What follows belongs to an exercise in optimizing a design on an open flow for small area; a production flow would make more cautious choices. Where RTL was checked, it was by simulation tests only, not by an equivalence proof against the original.

==> inputs of run P <==
==> flow/design.v <==
`default_nettype none
package tile_pkg;
  typedef logic [4-1:0] coord_t;
  typedef logic [(2 + 2 * 4)-1:0] map_addr_t;
  typedef logic [4-1:0] tile_t;
  typedef logic [3-1:0] class_t;
  localparam class_t cls_floor   = 3'd0;
  localparam class_t cls_wall    = 3'd1;
  localparam class_t cls_key     = 3'd2;
  localparam class_t cls_door    = 3'd3;
  localparam class_t cls_monster = 3'd4;
  localparam class_t cls_stairs  = 3'd5;
  function automatic logic [3-1:0] tile_class(input logic [4-1:0] t);
    tile_class = t[3] ? 3'b111 : t[2:0];
  endfunction
endpackage
`default_nettype wire
`default_nettype none
package player_pkg;
  typedef enum logic [1:0] {
    dir_left,
    dir_down,
    dir_up,
    dir_right
  } dir_t;
  typedef logic [16-1:0] health_t;
  typedef logic [8-1:0]   keys_t;
  typedef logic [2-1:0]  floor_t;
endpackage
`default_nettype wire
`timescale 1ns/100ps
`default_nettype none
module move_decode (
  input  wire                   clk,
  input  wire                   rst_n,
  input  wire [3:0]             kbd,
  input  wire                   busy,
  input  wire tile_pkg::coord_t player_x,
  input  wire tile_pkg::coord_t player_y,
  output logic                  move,
  output player_pkg::dir_t      dir
);
  logic [3:0]       kbd_q;
  logic [3:0]       kbd_qq;
  logic [3:0]       rise;
  player_pkg::dir_t dir_nxt;
  logic             step_ok;
  always_ff @(posedge clk or negedge rst_n) begin
    if (!rst_n) begin
      kbd_q  <= '0;
      kbd_qq <= '0;
    end else begin
      kbd_q  <= kbd;
      kbd_qq <= kbd_q;
    end
  end
  assign rise = kbd_q & ~kbd_qq;
  always_comb begin
    if (rise[0]) begin
      dir_nxt = player_pkg::dir_left;
      step_ok = (player_x != '0);
    end else if (rise[1]) begin
      dir_nxt = player_pkg::dir_down;
      step_ok = (player_y != tile_pkg::coord_t'(16 - 1));
    end else if (rise[2]) begin
      dir_nxt = player_pkg::dir_up;
      step_ok = (player_y != '0);
    end else begin
      dir_nxt = player_pkg::dir_right;
      step_ok = rise[3] & (player_x != tile_pkg::coord_t'(16 - 1));
    end
  end
  always_ff @(posedge clk or negedge rst_n) begin
    if (!rst_n) begin
      move <= 1'b0;
    end else begin
      move <= step_ok & ~busy;
    end
  end
  always_ff @(posedge clk) begin
    if (!busy) begin
      dir <= dir_nxt;
    end
  end
endmodule
`default_nettype wire
`timescale 1ns/100ps
`default_nettype none
module tile_interact (
  input  wire                     clk,
  input  wire                     rst_n,
  input  wire                     move,
  input  wire player_pkg::dir_t   dir,
  input  wire tile_pkg::coord_t   player_x,
  input  wire tile_pkg::coord_t   player_y,
  input  wire player_pkg::floor_t floor,
  input  wire                     has_key,
  input  wire                     can_fight,
  input  wire tile_pkg::class_t   rd_class,
  output logic                    busy,
  output tile_pkg::map_addr_t     addr,
  output logic                    clear,
  output logic                    apply,
  output logic                    step,
  output logic                    take_key,
  output logic                    use_key,
  output logic                    fight,
  output logic                    climb,
  output tile_pkg::coord_t        new_x,
  output tile_pkg::coord_t        new_y
);
  logic st_read;
  logic st_decide;
  always_ff @(posedge clk or negedge rst_n) begin
    if (!rst_n) begin
      st_read   <= 1'b0;
      st_decide <= 1'b0;
    end else begin
      st_read   <= move;
      st_decide <= st_read;
    end
  end
  assign busy  = move | st_read | st_decide;
  assign apply = st_decide;
  always_comb begin
    new_x = player_x;
    new_y = player_y;
    case (dir)
      player_pkg::dir_left:  new_x = player_x - 1'b1;
      player_pkg::dir_right: new_x = player_x + 1'b1;
      player_pkg::dir_up:    new_y = player_y - 1'b1;
      default:               new_y = player_y + 1'b1;
    endcase
  end
  assign addr = {floor, new_y, new_x};
  logic top;
  assign top = (floor == player_pkg::floor_t'(4 - 1));
  always_comb begin
    step     = 1'b0;
    take_key = 1'b0;
    use_key  = 1'b0;
    fight    = 1'b0;
    climb    = 1'b0;
    case (rd_class)
      tile_pkg::cls_floor: begin
        step = 1'b1;
      end
      tile_pkg::cls_key: begin
        step     = 1'b1;
        take_key = 1'b1;
      end
      tile_pkg::cls_door: begin
        step    = has_key;
        use_key = has_key;
      end
      tile_pkg::cls_monster: begin
        step  = can_fight;
        fight = can_fight;
      end
      tile_pkg::cls_stairs: begin
        climb = ~top;
      end
      default: begin
      end
    endcase
  end
  assign clear = take_key | use_key | fight;
endmodule
`default_nettype wire
`timescale 1ns/100ps
`default_nettype none
module player_stats (
  input  wire                       clk,
  input  wire                       rst_n,
  input  wire                       apply,
  input  wire                       step,
  input  wire                       take_key,
  input  wire                       use_key,
  input  wire                       fight,
  input  wire                       climb,
  input  wire tile_pkg::coord_t     new_x,
  input  wire tile_pkg::coord_t     new_y,
  output tile_pkg::coord_t          player_x,
  output tile_pkg::coord_t          player_y,
  output player_pkg::health_t       health,
  output player_pkg::keys_t         key_num,
  output player_pkg::floor_t        floor,
  output logic                      has_key,
  output logic                      can_fight
);
  logic hi_n;
  logic lo_n;
  always_ff @(posedge clk or negedge rst_n) begin
    if (!rst_n) begin
      player_x <= tile_pkg::coord_t'(1);
      player_y <= tile_pkg::coord_t'(1);
      hi_n     <= 1'b0;
      lo_n     <= 1'b0;
      key_num  <= '0;
      floor    <= '0;
    end else if (apply) begin
      if (step) begin
        player_x <= new_x;
        player_y <= new_y;
      end
      if (take_key) begin
        key_num <= key_num + 1'b1;
      end
      if (use_key) begin
        key_num <= key_num - 1'b1;
      end
      if (fight) begin
        lo_n <= ~lo_n;
        hi_n <= hi_n | lo_n;
      end
      if (climb) begin
        floor <= floor + 1'b1;
      end
    end
  end
  always_comb begin
    health    = '0;
    health[6] = ~hi_n;
    health[2] = ~hi_n;
    health[3] = hi_n;
    health[5] = ~lo_n;
    health[1] = lo_n;
  end
  assign has_key   = (key_num != '0);
  assign can_fight = ~(hi_n & lo_n);
endmodule
`default_nettype wire
`timescale 1ns/100ps
`default_nettype none
module map_ram (
  input  wire                      clk,
  input  wire tile_pkg::map_addr_t addr,
  input  wire                      clear,
  input  wire                      load_we,
  input  wire tile_pkg::map_addr_t load_addr,
  input  wire tile_pkg::tile_t     load_tile,
  output tile_pkg::class_t         rd_class
);
  localparam int DEPTH = 4 * 16 * 16;
  localparam int CW    = 3;
  logic [CW*DEPTH-1:0] cells;
  tile_pkg::map_addr_t wr_addr;
  tile_pkg::class_t    wdata;
  logic                wr_en;
  assign wr_en   = load_we | clear;
  assign wr_addr = load_we ? load_addr : addr;
  assign wdata   = load_we ? tile_pkg::tile_class(load_tile) : tile_pkg::cls_floor;
  logic [DEPTH/16-1:0] wr_row;
  logic [16-1:0]       wr_col;
  always_comb begin
    wr_row = '0;
    wr_col = '0;
    wr_row[wr_addr[(2 + 2 * 4)-1:4]] = wr_en;
    wr_col[wr_addr[4-1:0]]       = 1'b1;
  end
  for (genvar i = 0; i < DEPTH; i++) begin : g_cell
    always_ff @(posedge clk) begin
      if (wr_row[i / 16] && wr_col[i % 16]) begin
        cells[CW*i +: CW] <= wdata;
      end
    end
  end
  logic [4-1:0] sel_f;
  logic [16-1:0] sel_y;
  logic [16-1:0] sel_x;
  always_ff @(posedge clk) begin
    sel_f <= '0;
    sel_y <= '0;
    sel_x <= '0;
    sel_f[addr[(2 + 2 * 4)-1:2*4]]       <= 1'b1;
    sel_y[addr[2*4-1:4]]      <= 1'b1;
    sel_x[addr[4-1:0]]               <= 1'b1;
  end
  tile_pkg::class_t rd_val;
  tile_pkg::class_t f_val;
  tile_pkg::class_t y_val;
  always_comb begin
    rd_val = '0;
    for (int f = 0; f < 4; f++) begin
      f_val = '0;
      for (int y = 0; y < 16; y++) begin
        y_val = '0;
        for (int x = 0; x < 16; x++) begin
          y_val = y_val | ({CW{sel_x[x]}} & cells[CW*((f*16+y)*16+x) +: CW]);
        end
        f_val = f_val | ({CW{sel_y[y]}} & y_val);
      end
      rd_val = rd_val | ({CW{sel_f[f]}} & f_val);
    end
  end
  always_ff @(posedge clk) begin
    rd_class <= rd_val;
  end
endmodule
`default_nettype wire
`timescale 1ns/100ps
`default_nettype none
module tower_core (
  input  wire                      clk,
  input  wire                      rst_n,
  input  wire [3:0]                kbd,
  input  wire                      load_we,
  input  wire tile_pkg::map_addr_t load_addr,
  input  wire tile_pkg::tile_t     load_tile,
  output logic                     busy,
  output tile_pkg::coord_t         player_x,
  output tile_pkg::coord_t         player_y,
  output player_pkg::health_t      health,
  output player_pkg::keys_t        key_num,
  output player_pkg::floor_t       floor
);
  logic                move;
  player_pkg::dir_t    dir;
  tile_pkg::map_addr_t addr;
  tile_pkg::class_t    rd_class;
  logic                clear;
  logic                apply;
  logic                step;
  logic                take_key;
  logic                use_key;
  logic                fight;
  logic                climb;
  tile_pkg::coord_t    new_x;
  tile_pkg::coord_t    new_y;
  logic                has_key;
  logic                can_fight;
  move_decode u_move_decode (
    .clk      (clk),
    .rst_n    (rst_n),
    .kbd      (kbd),
    .busy     (busy),
    .player_x (player_x),
    .player_y (player_y),
    .move     (move),
    .dir      (dir)
  );
  tile_interact u_tile_interact (
    .clk       (clk),
    .rst_n     (rst_n),
    .move      (move),
    .dir       (dir),
    .player_x  (player_x),
    .player_y  (player_y),
    .floor     (floor),
    .has_key   (has_key),
    .can_fight (can_fight),
    .rd_class  (rd_class),
    .busy      (busy),
    .addr      (addr),
    .clear     (clear),
    .apply     (apply),
    .step      (step),
    .take_key  (take_key),
    .use_key   (use_key),
    .fight     (fight),
    .climb     (climb),
    .new_x     (new_x),
    .new_y     (new_y)
  );
  player_stats u_player_stats (
    .clk       (clk),
    .rst_n     (rst_n),
    .apply     (apply),
    .step      (step),
    .take_key  (take_key),
    .use_key   (use_key),
    .fight     (fight),
    .climb     (climb),
    .new_x     (new_x),
    .new_y     (new_y),
    .player_x  (player_x),
    .player_y  (player_y),
    .health    (health),
    .key_num   (key_num),
    .floor     (floor),
    .has_key   (has_key),
    .can_fight (can_fight)
  );
  map_ram u_map_ram (
    .clk       (clk),
    .addr      (addr),
    .clear     (clear & apply),
    .load_we   (load_we),
    .load_addr (load_addr),
    .load_tile (load_tile),
    .rd_class  (rd_class)
  );
endmodule
`default_nettype wire
==> flow/run.sh <==
#!/bin/bash
# synth_recipe.tcl (not shown) runs the flow's synth.tcl, then flattens the netlist and writes it again
# the make line also repeats each setting of config.mk as NAME=value (left out here)
make -C /OpenROAD-flow-scripts/flow DESIGN_CONFIG=/design/flow/config.mk WORK_HOME=/design/flow/orfs CLKGATE_MAP_FILE= SYNTH_SCRIPT=/design/flow/synth_recipe.tcl finish
==> flow/config.mk <==
export PLATFORM = sky130hd
export DESIGN_NAME = tower_core
export DESIGN_NICKNAME = tower_core
export VERILOG_FILES = /design/flow/design.v
export SDC_FILE = /design/flow/constraint.sdc
export NUM_CORES = 8
export LEC_CHECK = 0
export CAP_MARGIN = 20
export CORE_MARGIN = 2
export CORE_UTILIZATION = 35
export CTS_BUF_LIST = sky130_fd_sc_hd__clkbuf_4 sky130_fd_sc_hd__clkbuf_8
export SLEW_MARGIN = 20
export SYNTH_HIERARCHICAL = 1
export SYNTH_MEMORY_MAX_BITS = 8192
==> flow/constraint.sdc <==
create_clock -name core_clock -period 10.0 [get_ports {clk}]
set_input_delay 2.0000 -clock core_clock [delete_from_list [all_inputs] [get_ports {clk}]]
set_output_delay 2.0000 -clock core_clock [all_outputs]
set_load 0.01 [all_outputs]
==> run X: changes against run P <==
==> flow/design.v, changed modules only <==
module map_ram (
  input  wire                      clk,
  input  wire tile_pkg::map_addr_t addr,
  input  wire                      clear,
  input  wire                      load_we,
  input  wire tile_pkg::map_addr_t load_addr,
  input  wire tile_pkg::tile_t     load_tile,
  output tile_pkg::class_t         rd_class
);
  localparam int DEPTH = 4 * 16 * 16;
  localparam int CW    = 3;
  logic [CW*DEPTH-1:0] cells;
  tile_pkg::map_addr_t wr_addr;
  tile_pkg::class_t    wdata;
  logic                wr_en;
  assign wr_en   = load_we | clear;
  assign wr_addr = load_we ? load_addr : addr;
  assign wdata   = load_we ? tile_pkg::tile_class(load_tile) : tile_pkg::cls_floor;
  logic [DEPTH/16-1:0] wr_row;
  logic [16-1:0]       wr_col;
  always_comb begin
    wr_row = '0;
    wr_col = '0;
    wr_row[wr_addr[(2 + 2 * 4)-1:4]] = wr_en;
    wr_col[wr_addr[4-1:0]]       = 1'b1;
  end
  for (genvar i = 0; i < DEPTH; i++) begin : g_cell
    always_ff @(posedge clk) begin
      if (wr_row[i / 16] && wr_col[i % 16]) begin
        cells[CW*i +: CW] <= wdata;
      end
    end
  end
  always_ff @(posedge clk) begin
    rd_class <= cells[CW*addr +: CW];
  end
endmodule
Settings changed: CTS_BUF_LIST sky130_fd_sc_hd__clkbuf_4 sky130_fd_sc_hd__clkbuf_8 to not set, SYNTH_HIERARCHICAL 1 to not set.
==> run H: changes against run P <==
==> flow/design.v, changed modules only <==
module map_cell (
  input  wire                    clk,
  input  wire                    row_n,
  input  wire                    col_n,
  input  wire tile_pkg::class_t  wdata,
  output tile_pkg::class_t       q
);
  always_ff @(posedge clk) begin
    if (!(row_n | col_n)) begin
      q <= wdata;
    end
  end
endmodule
module rd_leaf (
  input  wire [2:0] sel,
  input  wire [2:0] d,
  output logic      y_n
);
  assign y_n = ~|(sel & d);
endmodule
module rd_plane (
  input  wire [16*16-1:0] sel,
  input  wire [16*16-1:0] d,
  output logic                      y
);
  localparam int N    = 16 * 16;
  localparam int LEAF = (N + 2) / 3;
  logic [3*LEAF-1:0] sel_p;
  logic [3*LEAF-1:0] d_p;
  logic [LEAF-1:0]   y_n;
  assign sel_p = {{(3*LEAF-N){1'b0}}, sel};
  assign d_p   = {{(3*LEAF-N){1'b0}}, d};
  for (genvar i = 0; i < LEAF; i++) begin : g_leaf
    rd_leaf u_leaf (
      .sel (sel_p[3*i +: 3]),
      .d   (d_p[3*i +: 3]),
      .y_n (y_n[i])
    );
  end
  assign y = ~&y_n;
endmodule
module map_ram (
  input  wire                      clk,
  input  wire tile_pkg::map_addr_t addr,
  input  wire                      clear,
  input  wire                      load_we,
  input  wire tile_pkg::map_addr_t load_addr,
  input  wire tile_pkg::tile_t     load_tile,
  output tile_pkg::class_t         rd_class
);
  localparam int DEPTH = 4 * 16 * 16;
  localparam int ROWS  = DEPTH / 16;
  localparam int PLANE = 16 * 16;
  localparam int CW    = 3;
  tile_pkg::map_addr_t wr_addr;
  tile_pkg::class_t    wdata;
  logic                wr_en;
  assign wr_en   = load_we | clear;
  assign wr_addr = load_we ? load_addr : addr;
  assign wdata   = load_we ? tile_pkg::tile_class(load_tile) : tile_pkg::cls_floor;
  logic [ROWS-1:0]    row_n;
  logic [16-1:0] col_n;
  always_comb begin
    row_n = '1;
    col_n = '1;
    row_n[wr_addr[(2 + 2 * 4)-1:4]] = ~wr_en;
    col_n[wr_addr[4-1:0]]       = 1'b0;
  end
  logic [DEPTH-1:0] bits [CW];
  for (genvar i = 0; i < DEPTH; i++) begin : g_cell
    tile_pkg::class_t q;
    map_cell u_cell (
      .clk   (clk),
      .row_n (row_n[i / 16]),
      .col_n (col_n[i % 16]),
      .wdata (wdata),
      .q     (q)
    );
    for (genvar b = 0; b < CW; b++) begin : g_bit
      assign bits[b][i] = q[b];
    end
  end
  logic [PLANE-1:0]   sel_yx;
  logic [4-1:0] sel_f;
  always_comb begin
    sel_yx = '0;
    sel_f  = '0;
    sel_yx[addr[2*4-1:0]]         = 1'b1;
    sel_f[addr[(2 + 2 * 4)-1:2*4]]    = 1'b1;
  end
  tile_pkg::class_t rd_val;
  for (genvar b = 0; b < CW; b++) begin : g_rbit
    logic [4-1:0] fl;
    for (genvar f = 0; f < 4; f++) begin : g_floor
      rd_plane u_plane (
        .sel (sel_yx),
        .d   (bits[b][f*PLANE +: PLANE]),
        .y   (fl[f])
      );
    end
    assign rd_val[b] = |(fl & sel_f);
  end
  always_ff @(posedge clk) begin
    rd_class <= rd_val;
  end
endmodule
Settings changed: CTS_BUF_LIST sky130_fd_sc_hd__clkbuf_4 sky130_fd_sc_hd__clkbuf_8 to not set.
==> results.py <==
metrics = {
    "placement": {
        "dp_worst_setup_slack_ns": 2.09,
    },
    "die": {
        "placement_rows": 209,
        "tap_cells": 4325,
    },
    "yosys": {
        "post_synth_fa_ha_maj_area_fraction_pct": 0.232,
        "post_synth_xor_area_fraction_pct": 0.206,
    },
    "worst_setup_path": {
        "cp.required_ns": 10.75,
        "worstRegToRegCells": 18,
        "critPathBufInv": 2,
    },
    "global_route": {
        "grt_util_met1_pct": 28.2,
    },
    "cts": {
        "worst_setup_hold_path_clk_slew_ns": 0.06,
    },
    "run_status": {
        "outcome": "timing/DRC/antenna clean",
    },
}
Source of the figures above: run H

==> results.py <==
metrics = {
    "yosys": {
        "post_synth_fa_ha_maj_area_fraction_pct": 0.181,
        "post_synth_xor_area_fraction_pct": 0.223,
    },
    "finish": {
        "drive_above_1_share_pct": 18.8,
    },
    "die": {
        "placement_rows": 219,
        "tap_cells": 4751,
    },
    "run_status": {
        "outcome": "timing/DRC/antenna clean",
    },
    "cts": {
        "worst_setup_hold_path_clk_slew_ns": 0.05,
    },
    "worst_setup_path": {
        "critPathBufInv": 4,
        "worstRegToRegCells": 13,
    },
}
Source of the figures above: run X

==> results.py <==
metrics = {
    "worst_setup_path": {
        "worstRegToRegCells": 14,
        "worst-endpoint-arrival_ns": 7.18,
        "cp.required_ns": 10.67,
        "critPathBufInv": 2,
        "reg2reg_to": "u_map_ram.cells[2779]",
    },
    "yosys": {
        "synthesis.area_per_instance_um2": 16.3,
        "post_synth_fa_ha_maj_area_fraction_pct": 0.267,
        "post_synth_xor_area_fraction_pct": 0.148,
        "postSynthRegisterBits": 3144,
    },
    "finish": {
        "n_sequential_cell": 3144,
        "layout.area.seq_mm2": 0.0939,
    },
    "die": {
        "tap_cells": 4515,
        "placement_rows": 213,
    },
    "cts": {
        "max-clock-path-buffers": 4,
        "worst_setup_hold_path_clk_slew_ns": 0.06,
    },
    "run_status": {
        "outcome": "timing/DRC/antenna clean",
    },
    "placement": {
        "dp_worst_setup_slack_ns": 2.62,
    },
    "detailed_routing": {
        "routedLengthMet1_mm": 141,
    },
}
Source of the figures above: run P

The RTL of run P was laid out without a check of its function.

==> separate check: timing with driven ports <==
In the flow no input, the clock included, has a driving cell. The finished layouts below were timed again as built, in two steps. Step 1: set_driving_cell puts a clkbuf_16 on clk and a buf_2 on each other input, an assumption about the parent block. Step 2 times the ports against the registers' clock, not the clock port: input delays grow and output delays shrink by t, the midpoint of the rising clock arrivals with the driver on. Slacks: ideal / step 1 / step 2; pairs: ideal / step 1.
run | shift t [ns] | setup slack, ns | hold slack, ns | worst data-port slew with drivers (ns)
run P | 1.135 | 3.497 / 3.575 / 2.439 | 0.367 / 0.367 / 0.367 | 0.18
run X | 0.956 | 3.366 / 3.366 / 3.080 | 0.374 / 0.374 / 0.374 | 0.04
run H | 0.972 | 1.789 / 1.789 / 1.789 | 0.371 / 0.371 / 0.371 | 0.17
After both steps setup and hold are still met in every run listed. The setup slack of run P, which loses most, moves by +0.078 ns with the drivers and by -1.058 ns with both steps.
